This design comes from an exercise in tuning for small area, a short achievable clock period and few clock cycles on the open sky130 flow, not from production work. Function was checked by simulation only, so behaviour that the tests miss may differ from the original. Power figures rest on the tool's default switching activity, not on a simulated workload.

## sssp_accel
module sssp_accel (
    input  logic        clk,
    input  logic        reset,
    input  logic        csr_cyc,
    input  logic        csr_stb,
    input  logic        csr_we,
    input  logic [31:0] csr_adr,
    input  logic [31:0] csr_dat_w,
    output logic        csr_ack,
    output logic [31:0] csr_dat_r,
    output logic        mem_cyc,
    output logic        mem_stb,
    output logic        mem_we,
    output logic [31:0] mem_adr,
    output logic [31:0] mem_dat_w,
    input  logic        mem_ack,
    input  logic [31:0] mem_dat_r
);
    localparam int IDLE = 0;
    localparam int SV   = 1;     
    localparam int SE   = 2;     
    localparam int SEC  = 3;     
    localparam int SU   = 4;     
    localparam int SL   = 5;     
    localparam int SED  = 6;     
    localparam int SVS  = 7;     
    localparam int SVD  = 8;     
    localparam int SW   = 9;     
    localparam int SUR  = 10;    
    localparam int SS   = 11;    
    localparam int SSW  = 12;    
    localparam int SN   = 13;    
    localparam int NST  = 14;
    logic        ack, busy, done, sel_ctrl, sel_total, kick;
    logic        access, accept;
    logic [NST-1:0] st, nst;
    logic        ack_q, fl, ez, trig;
    logic [31:0] adr, d, v, e, u, total;
    logic [15:0] ec, lp1;
    logic [7:0]  hi, lo;         
    logic [2:0]  doff;
    logic [3:0]  dlo;
    logic [28:0] dhi1;
    logic [31:0] dsum;
    logic [7:0]  vlo;
    logic        vc8;
    logic [23:0] vhi1;
    logic [31:0] vsum;
    logic        to_d, to_v, to_e, to_u;
    assign access = csr_cyc && csr_stb && !ack;
    assign accept = access && csr_we && (csr_adr == 32'd0) && !busy;
    assign csr_ack   = ack;
    assign csr_dat_r = {total[31:2] & {30{sel_total}},
                        sel_total ? total[1:0] : {sel_ctrl & done, sel_ctrl & busy}};
    always_ff @(posedge clk) begin
        if (reset) begin
            ack  <= 1'b0;
            kick <= 1'b0;
        end else begin
            ack  <= access;
            kick <= accept;
        end
  ...
==> flow/config.mk <==
export PLATFORM = sky130hd
export DESIGN_NAME = sssp_accel
export DESIGN_NICKNAME = sssp_accel
export VERILOG_FILES = /design/flow/design.v
export SDC_FILE = /design/flow/constraint.sdc
export NUM_CORES = 4
export LEC_CHECK = 0
export CAP_MARGIN = 20
export CELL_PAD_IN_SITES_DETAIL_PLACEMENT = 0
export CELL_PAD_IN_SITES_GLOBAL_PLACEMENT = 0
export CORE_MARGIN = 2
export CORE_UTILIZATION = 55
export SETUP_SLACK_MARGIN = 5.0
export SLEW_MARGIN = 20
==> flow/constraint.sdc <==
create_clock -name core_clock -period 8.0 [get_ports {clk}]
set_input_delay 1.6000 -clock core_clock [delete_from_list [all_inputs] [get_ports {clk}]]
set_output_delay 1.6000 -clock core_clock [all_outputs]
set_load 0.01 [all_outputs]
standard.sh (not shown) runs the stock make flow with config.mk's settings and CLKGATE_MAP_FILE= SYNTH_SCRIPT=/design/flow/synth_recipe.tcl, a recipe that flattens the netlist after the stock synthesis.
==> flow/flow/run.sh <==
#!/bin/bash
# The standard layout (standard.sh, which also runs the standard synthesis),
# made with two changes to how the layout is built:
#  - the port buffers that global placement inserts are sky130_fd_sc_hd__buf_1
#    (the default pick is a delay buffer, larger and slower);
#  - clock tree synthesis clusters up to 25 sinks within 100 um per leaf
#    buffer and inserts no dummy loads.
# make's full output goes to standard.log here; ORFS keeps each step's log
# under orfs/logs/.
set -euo pipefail
export BUFFER_PORTS_ARGS="-buffer_cell sky130_fd_sc_hd__buf_1"
export CTS_ARGS="-sink_clustering_enable -repair_clock_nets -dont_use_dummy_load -sink_clustering_size 25 -sink_clustering_max_diameter 100"
bash standard.sh > standard.log 2>&1
Testbench counts at the start, summed over its fixed seeds: cycles 95,590.
Edit:
--- a/flow/flow/run.sh
+++ b/flow/flow/run.sh
@@ -6 +6 @@
-#  - clock tree synthesis clusters up to 25 sinks within 100 um per leaf
+#  - clock tree synthesis clusters up to 20 sinks within 80 um per leaf
@@ -12 +12 @@
-export CTS_ARGS="-sink_clustering_enable -repair_clock_nets -dont_use_dummy_load -sink_clustering_size 25 -sink_clustering_max_diameter 100"
+export CTS_ARGS="-sink_clustering_enable -repair_clock_nets -dont_use_dummy_load -sink_clustering_size 20 -sink_clustering_max_diameter 80"
- CELL_PAD_IN_SITES_GLOBAL_PLACEMENT: 0 -> 1
- CORE_UTILIZATION: 55 -> 45
Worst hold slack degrades by 26 ps. Design area grows slightly. Total power grows by a few percent. Global-route usage shrinks by 4.3 points. Clock power grows by about a fifth. Clock-buffer cell count grows by 5. Routed wire length grows by a few percent. Sequential power hardly moves.
Edit:
--- a/flow/flow/run.sh
+++ b/flow/flow/run.sh
@@ -6 +6 @@
-#  - clock tree synthesis clusters up to 20 sinks within 80 um per leaf
+#  - clock tree synthesis clusters up to 25 sinks within 100 um per leaf
@@ -10,0 +11 @@
+export SETUP_SLACK_MARGIN=5.25
@@ -12 +13 @@
-export CTS_ARGS="-sink_clustering_enable -repair_clock_nets -dont_use_dummy_load -sink_clustering_size 20 -sink_clustering_max_diameter 80"
+export CTS_ARGS="-sink_clustering_enable -repair_clock_nets -dont_use_dummy_load -sink_clustering_size 25 -sink_clustering_max_diameter 100"
- SETUP_SLACK_MARGIN: 5.0 -> unset
Effect:
- The changed run completed with no timing, DRC or antenna violations
- utilization climbs by 0.79 points
- combinational power rose by a few percent
- first-iteration DRC count rises by roughly a tenth

-- afterwards: timing with drivers on the ports --
No port has a modelled driver above. Below, the same layouts with a new extraction and two added sets of constraints.
Step 1: set_driving_cell puts a clkbuf_16 on clk and a buf_2 on each other input, an assumption about the parent block.
Step 2 adds t to the input delays and takes it off the output delays; t is the mean of the earliest and latest rising clock arrival at the registers after step 1. Input paths then give back, and output paths get back, about the clock's delay inside the block.
a / b / c = ideal / step 1 / step 2; a / b = the first two.
| run | shift t [ns] | setup slack, ns | worst hold slack (ns) | worst slew at a driven data input, ns | pins driven straight from the clock port |
|---|---|---|---|---|---|
| the first run | 0.540 | 5.017 / 4.965 / 4.617 | 0.469 / 0.469 / 0.469 | 0.05 | 1 |
| the second run | 0.564 | 5.062 / 5.003 / 4.555 | 0.443 / 0.443 / 0.443 | 0.05 | 1 |
| the third run | 0.551 | 5.078 / 5.022 / 4.845 | 0.464 / 0.464 / 0.464 | 0.05 | 1 |
After both steps every run listed still meets setup and hold. The setup slack of the second run, which loses most, moves by -0.059 ns with the drivers and by -0.507 ns with both steps.
